What follows belongs to an exercise in optimizing a design on an open flow for small area, a short achievable clock period and few clock cycles per item; a production flow would make more cautious choices.
Only simulation tests tie the RTL to the original design; equivalence was not proved.
Power is estimated from default activity; no workload was simulated.

$ cat flow/design.v
`timescale 1ns / 1ps
`default_nettype none
package akmt_pkg;
    localparam int CMD_W        = 3;
    localparam int KEY_FIELD_W  = 56;
    localparam int SLOT_FIELD_W = 5;
    localparam int STATUS_W     = 2;
    localparam int S_TDATA_W    = 64;
    localparam int M_TDATA_W    = 64;
    localparam int M_PAD_W      = M_TDATA_W - 1 - STATUS_W - 1 - KEY_FIELD_W;
    localparam int DEF_SLOTS    = 16;
    localparam int DEF_KEY_BITS = 56;
    typedef enum logic [CMD_W-1:0] {
        CMD_SET_MASTER   = 3'd0,
        CMD_ADD          = 3'd1,
        CMD_CHECK        = 3'd2,
        CMD_CHECK_MASTER = 3'd3,
        CMD_REMOVE       = 3'd4,
        CMD_READ_SLOT    = 3'd5
    } t_cmd;
    typedef enum logic [STATUS_W-1:0] {
        ST_OK    = 2'd0,
        ST_FULL  = 2'd1,
        ST_RANGE = 2'd2
    } t_status;
    typedef struct packed {
        logic [M_PAD_W-1:0]     pad;
        logic [KEY_FIELD_W-1:0] entry_key;
        logic                   entry_valid;
        t_status                status;
        logic                   granted;
    } t_mres;
    typedef enum logic [2:0] {
        C_JUMP,
        C_DISPATCH,
        C_EMPTY_OR_LAST,
        C_LAST,
        C_OUT_FREE
    } t_cond;
    typedef logic [3:0] t_upc;
    localparam t_upc U_IDLE = 4'd0;
    localparam t_upc U_SETM = 4'd1;
    localparam t_upc U_ADD  = 4'd2;
    localparam t_upc U_CHK  = 4'd3;
    localparam t_upc U_REM  = 4'd4;
    localparam t_upc U_MST  = 4'd5;
    localparam t_upc U_RDS  = 4'd6;
    localparam t_upc U_TAIL = 4'd7;
    localparam t_upc U_DONE = 4'd8;
    typedef struct packed {
        logic  in_rdy;
        logic  rd;
        logic  cmp;
        logic  clr;
        logic  cap;
        logic  wr;
        logic  add;
        logic  oor_chk;
        logic  idx_inc;
        logic  done;
        t_cond cond;
        t_upc  target;
    } t_ctrl;
    typedef struct packed {
        logic accept;
        logic empty;
        logic last;
        logic out_free;
    } t_flags;
endpackage
`default_nettype wire
`timescale 1ns / 1ps
`default_nettype none
module access_key_match_table
(
    input  logic        i_clk,
    input  logic        i_rst_n,
    input  logic        i_s_axis_tvalid,
    output logic        o_s_axis_tready,
    input  logic [63:0] i_s_axis_tdata,    
    input  logic [2:0]  i_s_axis_tuser,    
    output logic        o_m_axis_tvalid,
    input  logic        i_m_axis_tready,
    output logic [63:0] o_m_axis_tdata     
);
    localparam int SLOTS = 16;
    localparam int KW    = 56;
    logic [KW-1:0] w_key;
    logic [3:0]    w_slot;
    logic          w_oor;
    logic          w_setm;
    logic          w_add;
    logic          w_chk;
    logic          w_mst;
    logic          w_rem;
    logic          w_rds;
    assign w_key  = i_s_axis_tdata[KW-1:0];
    assign w_slot = i_s_axis_tdata[59:56];
    assign w_oor  = i_s_axis_tdata[60];
    assign w_setm = (i_s_axis_tuser == 3'd0);
    assign w_add  = (i_s_axis_tuser == 3'd1);
    assign w_chk  = (i_s_axis_tuser == 3'd2);
    assign w_mst  = (i_s_axis_tuser == 3'd3);
    assign w_rem  = (i_s_axis_tuser == 3'd4);
    assign w_rds  = (i_s_axis_tuser == 3'd5);
    logic                  r_b_valid;
    logic [3:0][SLOTS-1:0] r_b_eq;      
    logic [SLOTS-1:0]      r_b_sel;     
    logic                  r_b_range;   
    logic                  r_b_add;
    logic                  r_b_cmp;     
    logic                  r_b_mst;
    logic                  r_b_rem;
    logic                  r_b_setm;
    logic          r_o_valid;
    logic          r_o_granted;
    logic [1:0]    r_o_status;
    logic          r_o_evalid;
    logic [KW-1:0] r_o_ekey;
    logic [KW-1:0]    r_mem [SLOTS];
    logic [SLOTS-1:0] r_valid;
    logic [SLOTS-1:0] w_valid_x;   
    logic [SLOTS-1:0] w_valid_n;   
    logic r_rst_n;      
    logic r_ok;         
    logic w_acc;
    logic w_exec;
    logic w_b_valid_n;
    logic w_o_valid_n;
    assign w_exec          = r_b_valid && (!r_o_valid || i_m_axis_tready);
    assign o_s_axis_tready = i_rst_n && r_rst_n && (r_ok || i_m_axis_tready);
    assign w_acc           = i_s_axis_tvalid && o_s_axis_tready;
    assign w_b_valid_n = r_rst_n && (w_acc || (r_b_valid && !w_exec));
    assign w_o_valid_n = i_rst_n && r_rst_n && (w_exec || (r_o_valid && !i_m_axis_tready));
    always_ff @(posedge i_clk) begin
        r_rst_n   <= i_rst_n;
        r_ok      <= !(w_b_valid_n && w_o_valid_n);
        r_b_valid <= w_b_valid_n;
        r_o_valid <= w_o_valid_n;
    end
    logic [3:0][SLOTS-1:0] w_eq;
    always_comb begin
        for (int q = 0; q < 4; q++) begin
            for (int j = 0; j < SLOTS; j++) begin
                w_eq[q][j] = (r_mem[j][14*q +: 14] == w_key[14*q +: 14]);
            end
        end
    end
    always_ff @(posedge i_clk) begin
        if (w_acc) begin
            r_b_eq <= w_eq;
            for (int j = 0; j < SLOTS; j++) begin
                r_b_sel[j] <= w_rds && !w_oor && (w_slot == 4'(j)) && w_valid_n[j];
            end
            r_b_range <= w_rds && w_oor;
            r_b_add   <= w_add;
            r_b_cmp   <= w_chk || w_rem;
            r_b_mst   <= w_mst;
            r_b_rem   <= w_rem;
            r_b_setm  <= w_setm;
        end
    end
    logic [SLOTS-1:0] w_match;
    logic [SLOTS-1:0] w_free_first;
    logic [SLOTS-1:0] w_set;
    logic [SLOTS-1:0] w_wr;
    logic             w_full;
    logic [KW-1:0]    w_rkey;
    logic             w_granted;
    logic [1:0]       w_status;
    logic             w_evalid;
    assign w_match      = r_valid & r_b_eq[0] & r_b_eq[1] & r_b_eq[2] & r_b_eq[3];
    assign w_full       = &r_valid;
    assign w_free_first = ~r_valid & (r_valid + 1'b1);
    assign w_set        = ({SLOTS{r_b_add}} & w_free_first) |
                          {{(SLOTS-1){1'b0}}, r_b_setm};
    assign w_valid_x    = r_b_valid ? ((r_valid & ~({SLOTS{r_b_rem}} & w_match)) | w_set)
                                    : r_valid;
    assign w_valid_n    = w_exec ? w_valid_x : r_valid;
    always_comb begin
        w_rkey = '0;
        for (int j = 0; j < SLOTS; j++) begin
            w_rkey = w_rkey | ({KW{r_b_sel[j]}} & r_mem[j]);
        end
    end
    assign w_granted = (r_b_cmp && (|w_match)) || (r_b_mst && w_match[0]);
    assign w_status  = {r_b_range, r_b_add && w_full};
    assign w_evalid  = |r_b_sel;
    always_comb begin
        for (int j = 0; j < SLOTS; j++) begin
            w_wr[j] = w_acc && ((w_add && !w_valid_x[j]) || (w_setm && j == 0));
        end
    end
    always_ff @(posedge i_clk) begin
        for (int j = 0; j < SLOTS; j++) begin
            if (w_wr[j]) begin
                r_mem[j] <= w_key;
            end
        end
    end
    always_ff @(posedge i_clk) begin
        if (!r_rst_n) begin
            r_valid <= '0;
        end else begin
            r_valid <= w_valid_n;
        end
    end
    always_ff @(posedge i_clk) begin
        if (w_exec) begin
            r_o_granted <= w_granted;
            r_o_status  <= w_status;
            r_o_evalid  <= w_evalid;
            r_o_ekey    <= w_rkey;
        end
    end
    assign o_m_axis_tvalid = r_o_valid;
    assign o_m_axis_tdata  = {4'b0000, r_o_ekey, r_o_evalid, r_o_status, r_o_granted};
endmodule
`default_nettype wire
$ cat flow/flow/run.sh
#!/bin/bash
# The standard layout (standard.sh, standard synthesis included), with one
# change: the buffers that global placement puts on every input and output port
# are a plain buffer cell (buf_2) instead of the delay cell buffer_ports picks
# by default. Every port still gets its buffer; the resizer may size it later.
set -euo pipefail
export BUFFER_PORTS_ARGS="-buffer_cell sky130_fd_sc_hd__buf_2"
bash standard.sh "BUFFER_PORTS_ARGS=-buffer_cell sky130_fd_sc_hd__buf_2" finish > standard.log 2>&1
$ cat flow/standard.sh
#!/bin/bash
# synth_recipe.tcl (not shown) runs the flow's synth.tcl, then flattens the netlist and writes it again
# the make line also repeats each setting of config.mk as NAME=value (left out here)
make -C /OpenROAD-flow-scripts/flow DESIGN_CONFIG=/design/flow/config.mk WORK_HOME=/design/flow/orfs CLKGATE_MAP_FILE= SYNTH_SCRIPT=/design/flow/synth_recipe.tcl "${@:-finish}"
$ cat flow/config.mk
export PLATFORM = sky130hd
export DESIGN_NAME = access_key_match_table
export DESIGN_NICKNAME = access_key_match_table
export VERILOG_FILES = /design/flow/design.v
export SDC_FILE = /design/flow/constraint.sdc
export NUM_CORES = 4
export LEC_CHECK = 0
export CAP_MARGIN = 20
export CORE_MARGIN = 2
export CORE_UTILIZATION = 50
export CTS_CLUSTER_DIAMETER = 100
export CTS_CLUSTER_SIZE = 20
export SETUP_SLACK_MARGIN = 2.75
export SLEW_MARGIN = 20
$ cat flow/constraint.sdc
create_clock -name core_clock -period 5.0 [get_ports {i_clk}]
set_input_delay 1.0000 -clock core_clock [delete_from_list [all_inputs] [get_ports {i_clk}]]
set_output_delay 1.0000 -clock core_clock [all_outputs]
set_load 0.01 [all_outputs]
==> results of run 1 <==
## power by group through the flow
stage               registers, mW  logic (mW)  clock network [mW]
floorplan                    10.1       0.590                   0
finish                       9.89        1.03                5.12
global placement             10.1       0.974                   0
detailed placement           10.1       0.977                   0
global route                 9.90        1.09                5.42
CTS                          9.89        1.00                5.16
## cell families after synthesis
| logic type | Yosys count |
|---|---|
| simple gates | 532 |
| flops | 1062 |
| buf+inv | 227 |
| mux | 1 |
| xor+xnor | 897 |
| other cells | 1 |
| compound gates | 501 |
## synth_stat cells (all sizes together), types with 2 or more instances
cell / instances / area, µm²
o21ai: 10 / 50.05
and2: 9 / 56.30
nor2b: 4 / 25.02
nand4: 192 / 1207
nor4b: 2 / 30.03
inv: 5 / 18.77
dfxtp: 20 / 400.4
nand2: 17 / 63.81
a21o: 2 / 15.01
a31oi: 7 / 43.79
nor3: 74 / 370.4
nand3: 85 / 425.4
edfxtp: 1042 / 31290
clkbuf: 136 / 510.5
o22a: 7 / 63.81
o211a: 2 / 20.02
and3: 24 / 151.4
and3b: 2 / 17.52
nor4: 71 / 459.2
nor2: 43 / 161.4
o21a: 2 / 15.01
nor3b: 5 / 37.54
a21oi: 17 / 92.59
a221oi: 224 / 1962
nand2b: 2 / 12.51
a211oi: 2 / 15.01
xor2: 256 / 2242
xnor2: 641 / 5614
buf: 85 / 425.4
a22o: 224 / 1962
## flip-flops by register name (all words and copies together) (netlist names), 2 cells and up
signal,flops
r_o_status,2
r_b_eq,64
r_valid,16
r_mem,896
r_o_ekey,56
r_b_sel,16
## area by class of cell
type | instances | share of cell area (%)
inverters | 6 | 0.09977
clock buffers | 82 | 3.048
well taps | 1265 | 3.005
repair buffers | 237 | 3.853
repair inverters | 2 | 0.02613
clock inverters | 3 | 0.04751
flip-flops and latches | 1062 | 60.21
multi-input cells | 1936 | 29.71
diodes | 1 | 0.004751
## routing by layer
metal	wire length, µm	global-route usage, %
met3	18350	5.889
met4	5476	9.004
met5	67	0
met2	73390	49.16
met1	66880	48.23
## worst max-delay path: cells and delay by family
kind | cells | cell delay [ps]
AOI/OAI and AO/OA | 1 | 220
buffers and inverters | 2 | 220
## repair_timing
action / CTS / global route
setup buffers: 17 / 6
cloned: 3 / 7
setup endpoints to repair: 1087 / 544
resized for setup: 96 / 82
pin swaps: 5 / 10
## metrics by stage
step                      utilization, %  setup WS [ps]
after global routing               55.52           2552
after CTS                          55.02           2541
after global placement             52.70           1319
final                              55.52           2562
after floorplan                        -          689.8
after detailed placement           52.70           1278
## path summary, 6_finish.rpt
kind | from | endpoint | depth (start not counted)
worst min register to register | r_b_range | r_o_status[1] | 0
worst max-delay path | i_m_axis_tready | o_s_axis_tready | 3
worst min-delay path | r_b_range | r_o_status[1] | 0
worst max register to register | r_rst_n | r_mem[15][26] | 9
==> flow_summary.toml, run 1 <==
[sta]
fin_crit_sh_pct = 48.76
setup-tns-final_ps = 0
max_slew_margin_pct = 45.79
setup_violations = 0
drv_slew = 0
rsz0062_at_grt = "true"
hold_slack_ps = 430.4
tightest_slew_ps = 802.7
finalHoldViolations = 0
max_freq_ghz = 0.4101
fin_skew_ps = 27.52
post-route-min-period_ps = 2438

[layout]
fin_area_um2 = 52670
fin_nets = 3375
stdcell_count = 4594
layout_common_cells = "1,042 x edfxtp_1, 641 x xnor2_1, 256 x xor2_1"
area_delta_synth_final_pct = 10.12
drive_above_1_share_pct = 11.78
layout_commonest_cell = "edfxtp_1"
seq_area_um2 = 31710
fillers = 7685
multi_input_area_um2 = 15650

[worst_setup_path]
worstPathMaxFanout = 3
path_cells = "buf_6 -> o211a_4 -> buf_6"
path_common_cell = "buf_6"
crit_slowest_cell = "o211a_4"
cp-start-kind = "input port"
r2r_setup_slack_ps = 2670
arrival_ps = 1440
crit_required_ps = 4000
critPathMaxStageDelay_ps = 220
crit_path_end_kind = "primary output"
path_class = "in2out"

[min_path]
hp-class = "reg2reg"

[cts]
clk_latency_ps = 680
htreeDepth = 2
cts_tree = "built"
path_clk_slew_ps = 90
hold_buffers = 0
cts.sinks = 1062
cts_inserted_buffers = 59
clockBufferDepth = 3
root_buffer = "clkbuf_16"

[logic_synthesis]
syn-cell-area_um2 = 47830
synth_seq_cells = 1062
synth_cells = 3221
synth_compound_area_share_pct = 8.936
synthAdderAreaFrac_pct = 0
synthMuxAreaShare_pct = 0.02093
async_reset_ff_share_pct = 0
postSynth.topFlopCell = "edfxtp_1"
synth-xor-area-share_pct = 16.43
ys_warn_count = 2
syn_area_per_cell_um2 = 14.85
yosysSeqAreaShare_pct = 66.26
synth_edf_count = 1042
synthSimpleGateAreaFrac_pct = 6.346
synth_top_family_by_area = "XOR/XNOR gates"
ys_types = 47

[global_routing]
grt_usage_pct = 32.44
grt_pass1_wl_um = 227000
grt_max_degree = 66
antenna_found_initial = 6
grt_pass1_vias = 29710
grt_overflow_total = 0

[pwr]
intPower_mw = 12.40
power_density_nw_per_um2 = 304.6
cellLeakagePower_nw = 15.84
power.switching_mw = 3.637
swShare_pct = 22.67
pwr-share-comb_pct = 6.4
clkPwrFrac_pct = 31.9
power_mw = 16.04
power.share.sequential_pct = 61.7
ir_worst_vdd_v = 0.0002968

[detailed_routing]
drc_errors = 0
vias = 31060
dr.first_iter.drc_count = 4793
drtPass1Iterations = 6
wl_per_cell_um = 35.73
postRouteWirelength_um = 164200
via_per_inst = 6.762
postRouteAntennaNets = 0

[placement]
dp.cells = 4475
dp_hpwl_um = 103700
portBuffers = 129
place_congestion = 0.9280
dpl_cell_area_um2 = 49990

[die]
core_um2 = 94870
io_pins = 137
die_height_um = 313.3
die-area_um2 = 98150
dieWidth_um = 313.3
rows = 113
initial_core_util_pct = 50.41

[status]
outcome = "timing/DRC/antenna clean"

[job]
drv_cap = 0
Testbench counts, summed over its fixed seeds: cycles 8,016, items 8,000.
==> run 2, diff against run 1 <==
==> flow/run.sh (new file) <==
#!/bin/bash
# synth_recipe.tcl (not shown) runs the flow's synth.tcl, then flattens the netlist and writes it again
# the make line also repeats each setting of config.mk as NAME=value (left out here)
make -C /OpenROAD-flow-scripts/flow DESIGN_CONFIG=/design/flow/config.mk WORK_HOME=/design/flow/orfs CLKGATE_MAP_FILE= SYNTH_SCRIPT=/design/flow/synth_recipe.tcl finish
--- a/flow/config.mk
+++ b/flow/config.mk
@@ -12,3 +12,3 @@
 export CTS_CLUSTER_SIZE = 20
-export SETUP_SLACK_MARGIN = 2.75
+export SETUP_SLACK_MARGIN = 2.6
 export SLEW_MARGIN = 20
removed: flow/flow/run.sh
removed: flow/standard.sh
==> flow_summary.toml, run 2 <==
[status]
outcome = "timing/DRC/antenna clean"

[worst_setup_path]
crit_required_ps = 4000
cp-start-kind = "input port"
r2r_setup_slack_ps = 2600
path_cells = "buf_6 -> o211a_4 -> buf_6"
crit_path_end_kind = "primary output"
worstPathMaxFanout = 3
path_common_cell = "buf_6"
arrival_ps = 1430
crit_slowest_cell = "o211a_4"
worstRegToRegCells = 5
r2r_start = "r_b_valid"
path_class = "in2out"
critPathMaxStageDelay_ps = 220
r2r-end = "r_b_sel[14]"

[global_routing]
grt_usage_pct = 33.86
busiest_layer = "met2"
grt_pass1_wl_um = 233500
grt_max_degree = 83
grt_pass1_vias = 29900
met3_usage_pct = 6.722
grt_overflow_total = 0
antenna_found_initial = 3
use_met2_pct = 50.77
use_met1_pct = 49.93

[cts]
clockBufferDepth = 3
htreeDepth = 2
cts.sinks = 1062
path_clk_slew_ps = 80
hold_buffers = 0
cts_tree = "built"
cts_inserted_buffers = 59
clk_latency_ps = 710
root_buffer = "clkbuf_16"

[min_path]
whs_path_depth = 1
hold_path_startpoint = "i_rst_n"
hp-class = "in2reg"
whs_endpoint = "r_rst_n"

[pwr]
pwr-share-comb_pct = 6.9
swShare_pct = 23.10
clkPwrFrac_pct = 31.5
power.share.sequential_pct = 61.5
ir_worst_vdd_v = 0.0002788
power.switching_mw = 3.716
intPower_mw = 12.37
power_density_nw_per_um2 = 299.2
power_mw = 16.08
cellLeakagePower_nw = 16.30

[placement]
portBuffers = 129
pre_cts_ws_ps = 1024
dp_hpwl_um = 105900
place_congestion = 0.9762

[layout]
area_delta_synth_final_pct = 12.38
layout_commonest_cell = "edfxtp_1"
final_util_pct = 56.66
largest_reg_flops = 896
reg.largest.list = "r_mem: 896 flops, r_b_eq: 64 flops, r_o_ekey: 56 flops"
regMostFlops = "r_mem"
fillers = 7607
fin_nets = 3434
drive_above_1_share_pct = 10.62
diodes = 0
layout_common_cells = "1,042 x edfxtp_1, 640 x xnor2_1, 256 x xor2_1"

[sta]
post-route-min-period_ps = 2435
max_freq_ghz = 0.4108
setup_violations = 0
setup_slack_ps = 2565
setup-tns-final_ps = 0
tightest_slew_ps = 889.3
finalHoldViolations = 0
max_slew_margin_pct = 40.72
fin_skew_ps = 18.94
fin_crit_sh_pct = 48.69
drv_slew = 0
rsz0062_at_grt = "true"

[logic_synthesis]
yosysSeqAreaShare_pct = 66.26
synth.area.top_cells = "edfxtp_1 65%, xnor2_1 12%, xor2_1 4.7%, a221oi_1 4.1%, a22o_1 4.1%"
async_reset_ff_share_pct = 0
synth_seq_cells = 1062
synth_edf_count = 1042
yosysTopAreaCell = "edfxtp_1"
syn_area_per_cell_um2 = 14.85
synth.top_cell.area_share_pct = 65.42
ys_types = 47
synth_cells = 3221
postSynth.topFlopCell = "edfxtp_1"
ys_warn_count = 2
ys_top_cells_by_count = "1,042 x edfxtp_1, 641 x xnor2_1, 256 x xor2_1"
syn-cell-area_um2 = 47830
synth.most_common_cell = "edfxtp_1"

[die]
io_pins = 137
initial_core_util_pct = 50.41
core_um2 = 94870
dieWidth_um = 313.3
die-area_um2 = 98150
die_height_um = 313.3
rows = 113

[detailed_routing]
drtPass1Iterations = 6
dr.first_iter.drc_count = 5294
vias = 31500
postRouteAntennaNets = 0
via_per_inst = 6.782
wl_per_cell_um = 36.74
postRouteWirelength_um = 170600
drc_errors = 0

[job]
drv_cap = 0
run 2: cell counts after synthesis:
Identical to the previous run, type by type.
run 2: worst max-delay path by stage:
| stage | from | endpoint | cells past startpoint |
|---|---|---|---|
| 4_1_cts | i_s_axis_tuser[1] | r_mem[13][53] | 7 |
| 3_3_place_gp | i_s_axis_tuser[1] | r_mem[11][19] | 6 |
| 3_5_place_dp | i_s_axis_tuser[1] | r_mem[11][19] | 6 |
| 5_1_grt | r_valid[4] | r_b_sel[14] | 7 |
| 2_1_floorplan | i_m_axis_tready | r_mem[15][0] | 5 |
| 6_report | i_m_axis_tready | o_s_axis_tready | 3 |
run 2: logic make-up after synthesis:
kind of cell / count (synthesis) / share of synthesized area (%)
flops: 1062 / 66.26
mux: 1 / 0.02093
simple gates: 532 / 6.346
compound gates: 501 / 8.936
buf+inv: 227 / 2.004
other cells: 1 / 0.007841
xor+xnor: 897 / 16.43
run 2: cell type report:
class | instances | area [µm²] | share of cell area [%]
repair buffers | 299 | 3206 | 5.964
clock inverters | 6 | 50.05 | 0.09311
clock buffers | 71 | 1521 | 2.831
well taps | 1265 | 1583 | 2.945
flip-flops and latches | 1062 | 31700 | 58.97
inverters | 6 | 31.28 | 0.05820
multi-input cells | 1935 | 15660 | 29.14
run 2: power groups by stage:
stage,combinational (mW),sequential [mW],clock [mW]
3_5_place_dp,1.07,10.1,0
5_1_grt,1.16,9.90,5.38
6_report,1.12,9.90,5.07
2_1_floorplan,0.590,10.1,0
4_1_cts,1.08,9.89,5.12
3_3_place_gp,1.06,10.1,0
run 2: stage by stage:
stage / hold WS [ps] / area, µm² / std cells
after floorplan: 400.3 / 48000 / 3224
after global placement: 413.8 / 51140 / 4528
after detailed placement: 420.5 / 51150 / 4529
after CTS: 407.9 / 53460 / 4636
after global routing: 437.1 / 53750 / 4644
final: 434.5 / 53750 / 4644
run 2: critical path: cells and delay by family:
family / cells / cell delay (ps)
AOI/OAI and AO/OA: 1 / 220
buffers and inverters: 2 / 210
run 2: metal layers:
metal  wire [µm]  share of wire, %  vias up
met2       75670                44     2177
met1       68600                40    16200
li1            -                 -    12790
met4        5892               3.5        6
met3       20420                12      325
met5          39             0.023        -
run 2: timing repair:
action	CTS	global route
cloned	5	5
setup endpoints to repair	1165	903
gates resized for setup	280	79
pin swaps	8	5
setup buffers	25	3
==> run 3, diff against run 2 <==
--- a/flow/design.v
+++ b/flow/design.v
@@ -123,2 +123,3 @@
     logic [SLOTS-1:0] w_valid_n;   
+    logic [SLOTS-1:0] w_valid_r;   
     logic r_rst_n;      
@@ -130,5 +131,5 @@
     assign w_exec          = r_b_valid && (!r_o_valid || i_m_axis_tready);
-    assign o_s_axis_tready = i_rst_n && r_rst_n && (r_ok || i_m_axis_tready);
+    assign o_s_axis_tready = i_rst_n && (r_ok || i_m_axis_tready);
     assign w_acc           = i_s_axis_tvalid && o_s_axis_tready;
-    assign w_b_valid_n = r_rst_n && (w_acc || (r_b_valid && !w_exec));
+    assign w_b_valid_n = w_acc || (r_rst_n && r_b_valid && !w_exec);
     assign w_o_valid_n = i_rst_n && r_rst_n && (w_exec || (r_o_valid && !i_m_axis_tready));
@@ -152,3 +153,3 @@
             for (int j = 0; j < SLOTS; j++) begin
-                r_b_sel[j] <= w_rds && !w_oor && (w_slot == 4'(j)) && w_valid_n[j];
+                r_b_sel[j] <= w_rds && !w_oor && (w_slot == 4'(j)) && w_valid_r[j];
             end
@@ -179,2 +180,3 @@
     assign w_valid_n    = w_exec ? w_valid_x : r_valid;
+    assign w_valid_r    = r_rst_n ? w_valid_n : '0;
     always_comb begin
@@ -190,3 +192,3 @@
         for (int j = 0; j < SLOTS; j++) begin
-            w_wr[j] = w_acc && ((w_add && !w_valid_x[j]) || (w_setm && j == 0));
+            w_wr[j] = w_acc && ((w_add && !w_valid_r[j]) || (w_setm && j == 0));
         end
@@ -201,7 +203,3 @@
     always_ff @(posedge i_clk) begin
-        if (!r_rst_n) begin
-            r_valid <= '0;
-        end else begin
-            r_valid <= w_valid_n;
-        end
+        r_valid <= w_valid_r;
     end
==> flow/flow/run.sh (new file) <==
#!/bin/bash
# The standard layout (standard.sh, standard synthesis included), with one
# change: the buffers that global placement puts on every input and output port
# are a plain buffer cell (buf_2) instead of the delay cell buffer_ports picks
# by default. Every port still gets its buffer; the resizer may size it later.
set -euo pipefail
export BUFFER_PORTS_ARGS="-buffer_cell sky130_fd_sc_hd__buf_2"
bash standard.sh "BUFFER_PORTS_ARGS=-buffer_cell sky130_fd_sc_hd__buf_2" finish > standard.log 2>&1
==> flow/standard.sh (new file) <==
#!/bin/bash
# synth_recipe.tcl (not shown) runs the flow's synth.tcl, then flattens the netlist and writes it again
# the make line also repeats each setting of config.mk as NAME=value (left out here)
make -C /OpenROAD-flow-scripts/flow DESIGN_CONFIG=/design/flow/config.mk WORK_HOME=/design/flow/orfs CLKGATE_MAP_FILE= SYNTH_SCRIPT=/design/flow/synth_recipe.tcl "${@:-finish}"
removed: flow/run.sh
==> flow_summary.toml, run 3 <==
[worst_setup_path]
path_cells = "buf_2 -> xor2_1 -> nor4_1 -> nand3_1 -> nor3_1"
critPathMaxStageDelay_ps = 610
path_class = "in2reg"
r2r_setup_slack_ps = 2600
critPathTopFamily = "simple AND/OR/NAND/NOR gates"
crit_required_ps = 5460
worstPathMaxFanout = 32
critPathBufInv = 1
arrival_ps = 2900
crit_path_end_kind = "flip-flop"
cp-start-kind = "input port"
crit_slowest_cell = "buf_2"

[layout]
final_util_pct = 54.98
fin_nets = 3323
drive_above_1_share_pct = 10.90
layout_common_cells = "1,042 x edfxtp_1, 641 x xnor2_1, 256 x xor2_1"
area_delta_synth_final_pct = 9.310
reg.largest.list = "r_mem: 896 flops, r_b_eq: 64 flops, r_o_ekey: 56 flops"
regMostFlops = "r_mem"
largest_reg_flops = 896
layout_commonest_cell = "edfxtp_1"

[logic_synthesis]
synth_cells = 3175
synthAdderAreaFrac_pct = 0
postSynth.topFlopCell = "edfxtp_1"
synth_seq_cells = 1062
syn_area_per_cell_um2 = 15.01
synth_compound_area_share_pct = 8.732
synthSimpleGateAreaFrac_pct = 6.214
syn-cell-area_um2 = 47640
synth_top_family_by_area = "XOR/XNOR gates"
yosysSeqAreaShare_pct = 66.52
ys_warn_count = 2
synth.most_common_cell = "edfxtp_1"
yosysTopAreaCell = "edfxtp_1"
synth.top_cell.area_share_pct = 65.68
synthMuxAreaShare_pct = 0
ys_types = 47
synth_edf_count = 1042
synth-xor-area-share_pct = 16.49
synth.area.top_cells = "edfxtp_1 66%, xnor2_1 12%, xor2_1 4.7%, a221oi_1 4.1%, a22o_1 4.1%"
ys_top_cells_by_count = "1,042 x edfxtp_1, 641 x xnor2_1, 256 x xor2_1"
async_reset_ff_share_pct = 0

[die]
dieWidth_um = 312.7
initial_core_util_pct = 50.29
io_pins = 137
core_um2 = 94730
die-area_um2 = 97770
die_height_um = 312.7
rows = 113

[job]
drv_cap = 0

[sta]
tightest_slew_ps = 882.6
fin_crit_sh_pct = 48.95
setup-tns-final_ps = 0
post-route-min-period_ps = 2447
setup_slack_ps = 2553
max_freq_ghz = 0.4086
setup_violations = 0
rsz0062_at_grt = "true"
hold_slack_ps = 429.1
max_slew_margin_pct = 41.16
drv_slew = 0
fin_skew_ps = 26.66
finalHoldViolations = 0

[cts]
cts_tree = "built"
cts.sinks = 1062
path_clk_slew_ps = 100
hold_buffers = 0
clk_latency_ps = 690
cts_inserted_buffers = 59
clockBufferDepth = 3
root_buffer = "clkbuf_16"
htreeDepth = 2

[pwr]
power.share.sequential_pct = 60.2
power.switching_mw = 3.958
power_density_nw_per_um2 = 318.7
clkPwrFrac_pct = 31.7
ir_worst_vdd_v = 0.0003040
cellLeakagePower_nw = 15.58
swShare_pct = 23.85
pwr-share-comb_pct = 8.2
intPower_mw = 12.64
power_mw = 16.60

[detailed_routing]
postRouteAntennaNets = 0
dr.first_iter.drc_count = 4496
vias = 30310
wl_per_cell_um = 34.78
postRouteWirelength_um = 158900
drc_errors = 0
via_per_inst = 6.632
drtPass1Iterations = 6

[global_routing]
use_met2_pct = 47.41
grt_max_degree = 83
grt_usage_pct = 31.61
grt_overflow_total = 0
grt_pass1_vias = 29110
use_met1_pct = 45.47
antenna_found_initial = 12
busiest_layer = "met2"
met3_usage_pct = 7.384
grt_pass1_wl_um = 220100

[min_path]
hp-class = "reg2reg"

[placement]
portBuffers = 129
place_congestion = 0.9961
dp_hpwl_um = 103600
pre_cts_ws_ps = 1369

[status]
outcome = "timing/DRC/antenna clean"
-- run 3: cell types whose count changed after synthesis, moves of 7 or more --
cell	previous run	this run
a21oi_1	15	1
nand2_1	17	9
nor2_1	43	26
nor3_1	74	67
o221a_2	0	8
-- run 3: repair_timing --
| action | in CTS | in global routing |
|---|---|---|
| gates resized for setup | 38 | 29 |
| setup buffers | 24 | 3 |
| setup endpoints to repair | 776 | 440 |
| pin swaps | 6 | 2 |
| cloned | 2 | 1 |
-- run 3: metal layers --
metal	part of all wire, %	vias up
li1	-	12520
met1	40	15670
met2	45	1836
met3	11	278
met4	3.9	12
met5	0.046	-
-- run 3: cell type report --
type	instances	area [µm²]
fill	7728	42650
sequential	1062	31700
multi-input combinational	1888	15270
timing repair buffer	235	1767
clock buffer	110	1710
tap	1265	1583
inverter	6	26.28
clock inverter	1	20.02
antenna	3	7.507
-- run 3: path summary, 6_finish.rpt --
kind,end,startpoint,cells after the start
hold / removal,r_o_status[1],r_b_range,0
setup reg to reg,r_mem[8][34],r_valid[8],5
setup / recovery,r_b_eq[45],i_s_axis_tdata[39],5
hold reg to reg,r_o_status[1],r_b_range,0
-- run 3: per-stage QoR --
stage | cells | area, µm²
6_report | 4570 | 52080
5_1_grt | 4568 | 52070
4_1_cts | 4563 | 51930
3_5_place_dp | 4426 | 49780
3_3_place_gp | 4426 | 49780
2_1_floorplan | 3178 | 47860
-- run 3: power by group through the flow --
| stage | clock, mW | combinational, mW | sequential [mW] |
|---|---|---|---|
| floorplan | 0 | 0.780 | 10.2 |
| global placement | 0 | 1.28 | 10.2 |
| detailed placement | 0 | 1.29 | 10.2 |
| CTS | 5.33 | 1.33 | 9.98 |
| global route | 5.58 | 1.42 | 9.99 |
| finish | 5.26 | 1.35 | 9.99 |
-- run 3: cell families after synthesis --
family | after synthesis
other | 1
xor gates and xnor gates | 897
buffers and inverters | 229
and+or+nand+nor | 508
DFF | 1062
AOI/OAI and AO/OA | 478
Testbench counts of run 3, summed over its fixed seeds: cycles 8,016, items 8,000.
==> run 4, diff against run 3 <==
--- a/flow/config.mk
+++ b/flow/config.mk
@@ -12,3 +12,3 @@
 export CTS_CLUSTER_SIZE = 20
-export SETUP_SLACK_MARGIN = 2.6
+export SETUP_SLACK_MARGIN = 2.8
 export SLEW_MARGIN = 20
==> flow_summary.toml, run 4 <==
[status]
outcome = "timing/DRC/antenna clean"

[worst_setup_path]
crit_slowest_cell = "o21a_4"
arrival_ps = 1410
path_cells = "buf_8 -> o21a_4 -> buf_6"
path_class = "in2out"
r2r_setup_slack_ps = 2690
worstRegToRegCells = 6
crit_path_end_kind = "primary output"
critPathMaxStageDelay_ps = 200
crit_start = "i_m_axis_tready"
crit_end = "o_s_axis_tready"
r2r_start = "r_valid[10]"
critPathBufInv = 2
critPathTopFamily = "buffers and inverters"
cp_num_cells = 3
cp-start-kind = "input port"
worstPathMaxFanout = 2
crit_required_ps = 4000
r2r-end = "r_mem[10][16]"

[die]
die-area_um2 = 97770
dieWidth_um = 312.7
rows = 113
die_height_um = 312.7
initial_core_util_pct = 50.29
core_um2 = 94730
io_pins = 137

[global_routing]
antenna_found_initial = 6
grt_pass1_vias = 29050
use_met2_pct = 48.94
grt_max_degree = 74
met3_usage_pct = 4.916
busiest_layer = "met2"
grt_pass1_wl_um = 222300
grt_usage_pct = 31.73
grt_overflow_total = 0
use_met1_pct = 47.18

[layout]
largest_reg_flops = 896
layout_commonest_cell = "edfxtp_1"
layout_common_cells = "1,042 x edfxtp_1, 641 x xnor2_1, 256 x xor2_1"
drive_above_1_share_pct = 14.84
multi_input_area_um2 = 15620
fin_area_um2 = 54270
reg.largest.list = "r_mem: 896 flops, r_b_eq: 64 flops, r_o_ekey: 56 flops"
regMostFlops = "r_mem"
fin_nets = 3417
area_delta_synth_final_pct = 13.91
fillers = 7543
final_util_pct = 57.29
stdcell_count = 4650
seq_area_um2 = 31710

[sta]
tightest_slew_ps = 1069
rsz0062_at_grt = "true"
setup_violations = 0
finalHoldViolations = 0
max_freq_ghz = 0.4144
fin_skew_ps = 25.94
max_slew_margin_pct = 28.74
drv_slew = 0
post-route-min-period_ps = 2413
fin_crit_sh_pct = 48.27
setup-tns-final_ps = 0

[logic_synthesis]
syn_area_per_cell_um2 = 15.01
synth.top_cell.area_share_pct = 65.68
ys_warn_count = 2
syn-cell-area_um2 = 47640
yosysTopAreaCell = "edfxtp_1"
ys_types = 47
synth.area.top_cells = "edfxtp_1 66%, xnor2_1 12%, xor2_1 4.7%, a221oi_1 4.1%, a22o_1 4.1%"
yosysSeqAreaShare_pct = 66.52
synth_edf_count = 1042
async_reset_ff_share_pct = 0
ys_top_cells_by_count = "1,042 x edfxtp_1, 641 x xnor2_1, 256 x xor2_1"
synth_cells = 3175
postSynth.topFlopCell = "edfxtp_1"
synth.most_common_cell = "edfxtp_1"
synth_seq_cells = 1062

[placement]
portBuffers = 129
place_congestion = 0.9479
dp.cells = 4434
dpl_cell_area_um2 = 49890
dp_hpwl_um = 104000

[detailed_routing]
drtPass1Iterations = 5
postRouteWirelength_um = 165700
via_per_inst = 6.660
vias = 30970
wl_per_cell_um = 35.63
dr.first_iter.drc_count = 4595
postRouteAntennaNets = 0
drc_errors = 0

[cts]
cts_inserted_buffers = 59
hold_buffers = 0
root_buffer = "clkbuf_16"
path_clk_slew_ps = 90
cts.sinks = 1062
clockBufferDepth = 3
htreeDepth = 2
cts_tree = "built"
clk_latency_ps = 710

[min_path]
hp-class = "reg2reg"

[pwr]
power_density_nw_per_um2 = 306.4
cellLeakagePower_nw = 16.48
ir_worst_vdd_v = 0.0003320

[job]
drv_cap = 0
## run 4: metal layers
layer | wire [µm] | part of all wire (%) | up-vias
met5 | 39 | 0.024 | -
met4 | 5479 | 3.3 | 6
met3 | 16560 | 10 | 242
met2 | 76210 | 46 | 1901
met1 | 67380 | 41 | 16100
li1 | - | - | 12720
## run 4: cells by family after synthesis
group                     after synthesis  share of synthesized area (%)
DFF                                  1062                          66.52
xor gates and xnor gates              897                          16.49
and+or+nand+nor                       508                          6.214
AOI/OAI and AO/OA                     478                          8.732
buffers and inverters                 229                          2.038
other                                   1                       0.007871
## run 4: through the flow
step                hold slack [ps]  power (mW)  worst slack, ps
global placement              405.0       11.47             1431
CTS                           418.3       16.57             2568
floorplan                     400.3       10.94            864.6
finish                        433.2       16.63             2587
detailed placement            411.9       11.48             1380
global route                  431.7       17.03             2579
## run 4: how the worst min path moves through the flow
stage | from | endpoint | slack [ps] | depth (start not counted)
CTS | i_rst_n | r_rst_n | 420 | 1
floorplan | r_b_range | r_o_status[1] | 400 | 0
detailed placement | r_b_range | r_o_status[1] | 410 | 0
global placement | r_b_range | r_o_status[1] | 400 | 0
global route | i_rst_n | r_rst_n | 430 | 1
finish | r_b_range | r_o_status[1] | 430 | 0
## run 4: area by class of cell
cell class | count | area share [%]
Antenna cell | 2 | 0.009222
Clock buffer | 94 | 2.981
Clock inverter | 4 | 0.07839
Inverter | 6 | 0.04842
Multi-Input combinational cell | 1888 | 28.79
Sequential cell | 1062 | 58.44
Tap cell | 1265 | 2.917
Timing Repair Buffer | 329 | 6.744
## run 4: where the power goes
part	internal [mW]	total, mW	switching [mW]	leakage [nW]
clock	2.23	5.21	2.98	0.795
combinational	0.485	1.43	0.943	6.30
sequential	9.90	9.99	0.0955	9.39
total	12.6	16.6	4.02	16.5
## run 4: repair_timing
action / 4_1_cts / 5_1_grt
endpoints found under the setup margin: 1037 / 942
pin swaps: 18 / 26
gates resized for setup: 112 / 153
gates cloned: 4 / 39
setup buffers: 28 / 45
==> run 5, diff against run 4 <==
--- a/flow/config.mk
+++ b/flow/config.mk
@@ -9,5 +9,6 @@
 export CORE_MARGIN = 2
-export CORE_UTILIZATION = 50
+export CORE_UTILIZATION = 70
 export CTS_CLUSTER_DIAMETER = 100
-export CTS_CLUSTER_SIZE = 20
+export CTS_CLUSTER_SIZE = 24
+export PLACE_DENSITY = 0.8
 export SETUP_SLACK_MARGIN = 2.8
==> flow_summary.toml, run 5 <==
[cts]
cts_tree = "built"
hold_buffers = 0
cts.sinks = 1062
clockBufferDepth = 3
root_buffer = "clkbuf_16"
cts_inserted_buffers = 50
clk_latency_ps = 660
path_clk_slew_ps = 100
htreeDepth = 2

[worst_setup_path]
crit_required_ps = 4000
cp-start-kind = "input port"
path_class = "in2out"
worstPathMaxFanout = 2
arrival_ps = 1400
crit_path_end_kind = "primary output"

[global_routing]
antenna_found_initial = 7
grt_pass1_wl_um = 209300
grt_usage_pct = 41.60
grt_max_degree = 82
grt_pass1_vias = 29540
grt_overflow_total = 0

[placement]
portBuffers = 129
pre_cts_ws_ps = 1362
dp_hpwl_um = 94790
place_congestion = 0.9968

[sta]
max_freq_ghz = 0.4171
drv_slew = 0
post-route-min-period_ps = 2398
fin_crit_sh_pct = 47.95
tightest_slew_ps = 1132
max_slew_margin_pct = 24.51
setup_slack_ps = 2602
fin_skew_ps = 27.66
rsz0062_at_grt = "true"
setup_violations = 0
finalHoldViolations = 0
setup-tns-final_ps = 0
hold_slack_ps = 436.1

[pwr]
pwr-share-comb_pct = 8.6
ir_worst_vdd_v = 0.0004034
power.share.sequential_pct = 61.9
swShare_pct = 23.47
intPower_mw = 12.34
clkPwrFrac_pct = 29.4
power.switching_mw = 3.786
power_density_nw_per_um2 = 307.2
cellLeakagePower_nw = 15.90

[logic_synthesis]
syn-cell-area_um2 = 47640
synth_seq_cells = 1062
syn_area_per_cell_um2 = 15.01
async_reset_ff_share_pct = 0
synth_edf_count = 1042
synth.top_cell.area_share_pct = 65.68
yosysTopAreaCell = "edfxtp_1"
synth_cells = 3175
synth.most_common_cell = "edfxtp_1"
postSynth.topFlopCell = "edfxtp_1"
ys_top_cells_by_count = "1,042 x edfxtp_1, 641 x xnor2_1, 256 x xor2_1"
ys_warn_count = 2
yosysSeqAreaShare_pct = 66.52
ys_types = 47
synth.area.top_cells = "edfxtp_1 66%, xnor2_1 12%, xor2_1 4.7%, a221oi_1 4.1%, a22o_1 4.1%"

[die]
rows = 95
die_height_um = 264.9
die-area_um2 = 70160
dieWidth_um = 264.9
initial_core_util_pct = 70.81
io_pins = 137
core_um2 = 67280

[detailed_routing]
highest_layer = "met5"
wl_met1_um = 53810
drc_errors = 0
wl_per_cell_um = 36.18
dr.first_iter.drc_count = 6049
wl_met3_um = 21950
vias = 31700
postRouteAntennaNets = 0
wl_met2_um = 66860
postRouteWirelength_um = 151400
via_per_inst = 7.572
drtPass1Iterations = 5

[status]
outcome = "timing/DRC/antenna clean"

[layout]
layout_commonest_cell = "edfxtp_1"
largest_reg_flops = 896
drive_above_1_share_pct = 13.04
reg.largest.list = "r_mem: 896 flops, r_b_eq: 64 flops, r_o_ekey: 56 flops"
fin_nets = 3351
layout_common_cells = "1,042 x edfxtp_1, 641 x xnor2_1, 256 x xor2_1"
area_delta_synth_final_pct = 10.21
regMostFlops = "r_mem"

[job]
drv_cap = 0

[min_path]
hp-class = "reg2reg"
[run 5: worst max-delay path, cell delays in order]
cell    delay (ps)
buf_8          100
o21a_4         190
buf_6          110
[run 5: logic make-up after synthesis]
logic type	synth area share, %
xor+xnor	16.49
simple gates	6.214
flops	66.52
buf+inv	2.038
other cells	0.007871
compound gates	8.732
[run 5: area by class of cell]
class,count,area [µm²]
sequential,1062,31700
clock buffer,83,1439
tap,873,1092
fill,3884,14770
inverter,6,26.28
timing repair buffer,272,2635
antenna,1,2.502
clock inverter,1,20.02
multi-input combinational,1888,15600
[run 5: metrics by stage]
step / std cells / power, mW / cell area, µm² / util (%)
2_1_floorplan: 3178 / 10.94 / 47900 / -
3_3_place_gp: 4037 / 11.43 / 49330 / 73.32
3_5_place_dp: 4037 / 11.45 / 49330 / 73.32
4_1_cts: 4156 / 16.01 / 51560 / 76.65
5_1_grt: 4185 / 16.42 / 52500 / 78.04
6_report: 4186 / 16.13 / 52510 / 78.05
[run 5: routing by layer]
layer	vias to the layer above	track usage [%]
li1	12580	-
met1	15680	60.88
met2	2963	62.40
met3	464	8.063
met4	12	16.86
met5	-	0
[run 5: power groups by stage]
stage / Combinational [mW] / Clock [mW] / Sequential, mW
floorplan: 0.784 / 0 / 10.2
global placement: 1.24 / 0 / 10.2
detailed placement: 1.26 / 0 / 10.2
CTS: 1.31 / 4.72 / 9.98
global route: 1.44 / 4.98 / 10.0
finish: 1.40 / 4.75 / 9.99
[run 5: final timing paths]
check / startpoint / end / slack, ps / cells past startpoint
worst max-delay path: i_m_axis_tready / o_s_axis_tready / 2600 / 3
worst min-delay path: r_b_range / r_o_status[1] / 440 / 0
worst max register to register: r_valid[8] / r_mem[8][34] / 2690 / 6
worst min register to register: r_b_range / r_o_status[1] / 440 / 0
[run 5: timing repair]
item	4_1_cts	5_1_grt
resized for setup	98	103
setup buffers	30	12
endpoints found under the setup margin	979	811
endpoints found under the hold margin	0	0
pin swaps	11	10
cloned	5	17
==> run 6, diff against run 5 <==
--- a/flow/config.mk
+++ b/flow/config.mk
@@ -13,3 +13,3 @@
 export PLACE_DENSITY = 0.8
-export SETUP_SLACK_MARGIN = 2.8
+export SETUP_SLACK_MARGIN = 2.7
 export SLEW_MARGIN = 20
==> flow_summary.toml, run 6 <==
[worst_setup_path]
crit_path_end_kind = "flip-flop"
arrival_ps = 2750
cp-start-kind = "flip-flop"
r2r_setup_slack_ps = 2570
r2r-end = "r_o_ekey[21]"
worstPathMaxFanout = 47
path_class = "reg2reg"
worstRegToRegCells = 4
crit_required_ps = 5320
r2r_start = "r_b_sel[0]"

[logic_synthesis]
synth.area.top_cells = "edfxtp_1 66%, xnor2_1 12%, xor2_1 4.7%, a221oi_1 4.1%, a22o_1 4.1%"
yosysSeqAreaShare_pct = 66.52
syn_area_per_cell_um2 = 15.01
async_reset_ff_share_pct = 0
synth_seq_cells = 1062
synth.top_cell.area_share_pct = 65.68
synth.most_common_cell = "edfxtp_1"
synth_cells = 3175
yosysTopAreaCell = "edfxtp_1"
syn-cell-area_um2 = 47640
synth_edf_count = 1042
ys_warn_count = 2
ys_types = 47
ys_top_cells_by_count = "1,042 x edfxtp_1, 641 x xnor2_1, 256 x xor2_1"
postSynth.topFlopCell = "edfxtp_1"

[pwr]
cellLeakagePower_nw = 15.56
swShare_pct = 23.45
pwr-share-comb_pct = 8.4
clkPwrFrac_pct = 29.7
intPower_mw = 12.35
power.switching_mw = 3.783
ir_worst_vdd_v = 0.0003675
power_density_nw_per_um2 = 312.1
power.share.sequential_pct = 61.9

[detailed_routing]
postRouteAntennaNets = 0
postRouteWirelength_um = 149700
dr.first_iter.drc_count = 6008
via_per_inst = 7.547
wl_per_cell_um = 35.95
drc_errors = 0
vias = 31430
drtPass1Iterations = 10

[placement]
place_congestion = 0.9978
portBuffers = 129
dp.cells = 4021
dp_hpwl_um = 94010

[job]
drv_cap = 0

[min_path]
hp-class = "reg2reg"
whs_endpoint = "r_o_status[1]"
whs_path_depth = 0
hold_path_startpoint = "r_b_range"

[die]
die_height_um = 264.9
initial_core_util_pct = 70.81
dieWidth_um = 264.9
die-area_um2 = 70160
rows = 95
core_um2 = 67280
io_pins = 137

[sta]
fin_skew_ps = 23.03
fin_crit_sh_pct = 48.62
rsz0062_at_grt = "true"
post-route-min-period_ps = 2431
setup-tns-final_ps = 0
tightest_slew_ps = 1040
hold_slack_ps = 453.5
max_slew_margin_pct = 30.64
drv_slew = 0
max_freq_ghz = 0.4113
finalHoldViolations = 0
setup_violations = 0

[cts]
cts_inserted_buffers = 50
root_buffer = "clkbuf_16"
cts_tree = "built"
cts.sinks = 1062
htreeDepth = 2
clk_latency_ps = 650
path_clk_slew_ps = 100
clockBufferDepth = 3

[layout]
fillers = 4057
fin_nets = 3316
largest_reg_flops = 896
stdcell_count = 4165
layout_commonest_cell = "edfxtp_1"
drive_above_1_share_pct = 10.90
layout_common_cells = "1,042 x edfxtp_1, 641 x xnor2_1, 256 x xor2_1"
reg.largest.list = "r_mem: 896 flops, r_b_eq: 64 flops, r_o_ekey: 56 flops"
regMostFlops = "r_mem"
area_delta_synth_final_pct = 8.486

[global_routing]
grt_pass1_wl_um = 210000
grt_max_degree = 82
grt_pass1_vias = 29830
grt_overflow_total = 0
antenna_found_initial = 6
grt_usage_pct = 41.72

[status]
outcome = "timing/DRC/antenna clean"
run 6: cell types whose count changed in the layout (fill, tap and decap cells not counted), moves of 8 or more:
cell	previous run	this run
a221oi_1	209	222
a221oi_2	15	2
buf_4	96	84
buf_6	30	15
clkbuf_1	30	38
clkbuf_4	8	18
nor3_1	48	58
nor3_2	18	9
nor4_1	61	69
run 6: routing by layer:
metal / up-vias / wire length (µm) / part of all wire [%] / global-route usage [%]
li1: 12510 / - / - / -
met1: 15630 / 52200 / 35 / 59.46
met2: 2818 / 66840 / 45 / 63.62
met3: 471 / 21950 / 15 / 8.407
met4: 2 / 8721 / 5.8 / 17.74
met5: - / 13 / 0.0087 / 0
run 6: worst max-delay path by stage:
| stage | from | slack (ps) | depth (start not counted) | to |
|---|---|---|---|---|
| floorplan | i_m_axis_tready | 860 | 5 | r_mem[0][0] |
| global placement | i_s_axis_tuser[0] | 1420 | 5 | r_mem[15][41] |
| detailed placement | i_s_axis_tuser[0] | 1320 | 5 | r_mem[15][34] |
| CTS | i_m_axis_tready | 2590 | 3 | o_s_axis_tready |
| global route | i_m_axis_tready | 2560 | 9 | r_mem[2][17] |
| finish | r_b_sel[0] | 2570 | 4 | r_o_ekey[21] |
run 6: layout make-up:
| cell class | count | area [µm²] | area share [%] |
|---|---|---|---|
| inverter | 6 | 26.28 | 0.05084 |
| antenna | 7 | 17.52 | 0.03389 |
| timing repair buffer | 236 | 2046 | 3.958 |
| sequential | 1062 | 31690 | 61.32 |
| clock inverter | 1 | 20.02 | 0.03873 |
| tap | 873 | 1092 | 2.113 |
| multi-input combinational | 1889 | 15320 | 29.64 |
| clock buffer | 91 | 1469 | 2.842 |
run 6: cell families (layout without fill, tap and decap cells):
logic type / after synthesis / after routing / synth area share, %
AO/OA/AOI/OAI: 478 / 478 / 8.732
XOR/XNOR: 897 / 897 / 16.49
buffers and inverters: 229 / 334 / 2.038
flip-flops: 1062 / 1062 / 66.52
other: 1 / 11 / 0.007871
AND/OR/NAND/NOR: 508 / 510 / 6.214
run 6: power by group through the flow:
stage	clock network (mW)	logic, mW	registers [mW]
after floorplan	0	0.780	10.2
after global placement	0	1.23	10.2
after detailed placement	0	1.25	10.2
after CTS	4.77	1.29	9.98
after global routing	5.04	1.40	9.99
final	4.79	1.35	9.99
run 6: critical path, cell delays in order, from the launching register on:
cell and delay (ps):
edfxtp_1 510, buf_12 220, a22o_1 320, a221oi_1 620, nand4_1 310
run 6: timing repair:
item	4_1_cts	5_1_grt
pin swaps	9	3
endpoints found under the setup margin	963	630
resized for setup	48	56
setup buffers	23	9
hold buffers	0	0
gates cloned	2	11
run 6: metrics by stage:
stage          area (µm²)  utilization [%]  total power, mW  setup slack [ps]
2_1_floorplan       47860                -            10.94             864.6
3_3_place_gp        49260            73.22            11.42              1422
3_5_place_dp        49260            73.22            11.44              1316
4_1_cts             51190            76.09            16.04              2586
5_1_grt             51670            76.80            16.43              2560
6_report            51680            76.82            16.13              2569
==> run 7, diff against run 6 <==
--- a/flow/config.mk
+++ b/flow/config.mk
@@ -9,7 +9,7 @@
 export CORE_MARGIN = 2
-export CORE_UTILIZATION = 70
+export CORE_UTILIZATION = 60
 export CTS_CLUSTER_DIAMETER = 100
 export CTS_CLUSTER_SIZE = 24
-export PLACE_DENSITY = 0.8
-export SETUP_SLACK_MARGIN = 2.7
+export PLACE_DENSITY = 0.7
+export SETUP_SLACK_MARGIN = 2.8
 export SLEW_MARGIN = 20
==> flow_summary.toml, run 7 <==
[layout]
stdcell_count = 4367
fillers = 5646
area_delta_synth_final_pct = 10.73
layout_commonest_cell = "edfxtp_1"
multi_input_area_um2 = 15520
layout_common_cells = "1,042 x edfxtp_1, 641 x xnor2_1, 256 x xor2_1"
fin_nets = 3345
reg.largest.list = "r_mem: 896 flops, r_b_eq: 64 flops, r_o_ekey: 56 flops"
drive_above_1_share_pct = 12.73
largest_reg_flops = 896
seq_area_um2 = 31710
regMostFlops = "r_mem"

[sta]
fin_skew_ps = 33.67
drv_slew = 0
max_slew_margin_pct = 39.16
finalHoldViolations = 0
tightest_slew_ps = 912.6
post-route-min-period_ps = 2400
fin_crit_sh_pct = 48.01
setup-tns-final_ps = 0
setup_slack_ps = 2600
setup_violations = 0
rsz0062_at_grt = "true"
max_freq_ghz = 0.4166

[detailed_routing]
postRouteAntennaNets = 0
vias = 31000
drc_errors = 0
via_per_inst = 7.099
drtPass1Iterations = 8
postRouteWirelength_um = 153200
dr.first_iter.drc_count = 5003
wl_per_cell_um = 35.09

[placement]
place_congestion = 0.9773
portBuffers = 129
dp_hpwl_um = 98210
pre_cts_ws_ps = 906.2
dp.cells = 4211

[global_routing]
met3_usage_pct = 7.927
busiest_layer = "met2"
use_met2_pct = 54.54
use_met1_pct = 52.05
grt_overflow_total = 0
antenna_found_initial = 7
grt_max_degree = 58
grt_usage_pct = 35.95
grt_pass1_wl_um = 211100
grt_pass1_vias = 29180

[cts]
cts.sinks = 1062
cts_inserted_buffers = 50
htreeDepth = 2
hold_buffers = 0
cts_tree = "built"
clockBufferDepth = 3
path_clk_slew_ps = 90
root_buffer = "clkbuf_16"
clk_latency_ps = 670

[die]
die_height_um = 285.8
die-area_um2 = 81670
io_pins = 137
initial_core_util_pct = 60.50
core_um2 = 78740
rows = 103
dieWidth_um = 285.8

[min_path]
hp-class = "reg2reg"
whs_path_depth = 0

[worst_setup_path]
path_class = "in2out"
cp-start-kind = "input port"
worstRegToRegCells = 7
crit_path_end_kind = "primary output"
crit_required_ps = 4000
worstPathMaxFanout = 2
arrival_ps = 1400

[logic_synthesis]
syn_area_per_cell_um2 = 15.01
postSynth.topFlopCell = "edfxtp_1"
synth.most_common_cell = "edfxtp_1"
yosysTopAreaCell = "edfxtp_1"
syn-cell-area_um2 = 47640
synth.top_cell.area_share_pct = 65.68
ys_top_cells_by_count = "1,042 x edfxtp_1, 641 x xnor2_1, 256 x xor2_1"
ys_types = 47
synth_edf_count = 1042
async_reset_ff_share_pct = 0
synth_seq_cells = 1062
yosysSeqAreaShare_pct = 66.52
synth.area.top_cells = "edfxtp_1 66%, xnor2_1 12%, xor2_1 4.7%, a221oi_1 4.1%, a22o_1 4.1%"
synth_cells = 3175
ys_warn_count = 2

[pwr]
ir_worst_vdd_v = 0.0003594
cellLeakagePower_nw = 15.87
power_density_nw_per_um2 = 307.3

[job]
drv_cap = 0

[status]
outcome = "timing/DRC/antenna clean"
-- run 7: path summary, 6_finish.rpt --
check | endpoint | slack (ps) | from
setup reg to reg | r_mem[0][34] | 2710 | r_valid[0]
hold reg to reg | r_o_status[1] | 440 | r_b_range
setup / recovery | o_s_axis_tready | 2600 | i_m_axis_tready
hold / removal | r_o_status[1] | 440 | r_b_range
-- run 7: kinds of logic after synthesis --
group | share of synthesized area (%)
and+or+nand+nor | 6.214
other | 0.007871
AOI/OAI and AO/OA | 8.732
buffers and inverters | 2.038
DFF | 66.52
xor gates and xnor gates | 16.49
-- run 7: metal layers --
metal	wire length, µm	share of wire [%]
met5	195	0.13
met4	6442	4.2
met3	18450	12
met2	68730	45
met1	59410	39
-- run 7: stage by stage --
step | cell area (µm²) | hold WS [ps] | total power, mW | util (%)
CTS | 51770 | 449.6 | 16.14 | 65.74
floorplan | 47900 | 400.3 | 10.94 | -
global route | 52750 | 447.6 | 16.56 | 66.99
global placement | 49580 | 409.3 | 11.43 | 62.96
finish | 52750 | 442.6 | 16.21 | 66.99
detailed placement | 49580 | 427.7 | 11.45 | 62.96
-- run 7: worst max-delay path, stage by stage --
cell and delay, ps:
buf_8 100, o21a_4 190, buf_6 110
-- run 7: what timing repair did --
action                                  CTS  global route
setup endpoints to repair              1040           902
endpoints found under the hold margin     0             0
cloned                                    4            22
gates resized for setup                  98           108
buffers inserted                         25            10
pin swaps                                12            15
-- run 7: area by class of cell --
| cell class | count | area share (%) |
|---|---|---|
| antenna | 1 | 0.004744 |
| tap | 1050 | 2.490 |
| clock buffer | 93 | 2.799 |
| multi-input combinational | 1889 | 29.41 |
| inverter | 6 | 0.04981 |
| timing repair buffer | 265 | 5.097 |
| clock inverter | 1 | 0.03795 |
| sequential | 1062 | 60.11 |
-- run 7: where the power goes --
part           internal, mW  switching [mW]
clock                  2.02            2.82
sequential             9.90          0.0909
combinational         0.458           0.922
total                  12.4            3.83

==> what the ideal ports hide <==
In the flow no input, the clock included, has a driving cell. The finished layouts below were timed again as built, in two steps.
Step 1 sets driving cells, clkbuf_16 on the clock port and buf_2 on the other inputs (assumed; they add their load-dependent delay and slew).
Step 2 moves the port delays by t, midway between the first and last clock arrival at a register: inputs arrive t later, outputs are due t later. That takes back most of the time a late clock gives input paths.
Slacks: ideal ports / drivers / drivers and shift; pairs: ideal ports / drivers.
run | shift t [ns] | slack for setup (ns) | worst setup path at the end | slew at the worst register clock pin (ns)
run 1 | 0.744 | 2.562 / 2.520 / 1.992 | input to register | 0.10 / 0.10
run 2 | 0.776 | 2.565 / 2.530 / 1.843 | input to register | 0.09 / 0.09
run 3 | 0.748 | 2.553 / 2.553 / 1.843 | input to register | 0.10 / 0.10
run 4 | 0.757 | 2.587 / 2.545 / 1.927 | input to register | 0.10 / 0.10
run 5 | 0.717 | 2.602 / 2.553 / 1.924 | input to register | 0.11 / 0.11
run 6 | 0.708 | 2.569 / 2.547 / 1.885 | input to register | 0.11 / 0.11
run 7 | 0.722 | 2.600 / 2.550 / 1.997 | input to register | 0.11 / 0.11
After both steps setup and hold are still met in every run listed. For run 2, which loses most, drivers alone change the setup slack by -0.035 ns; drivers and shift together by -0.722 ns.
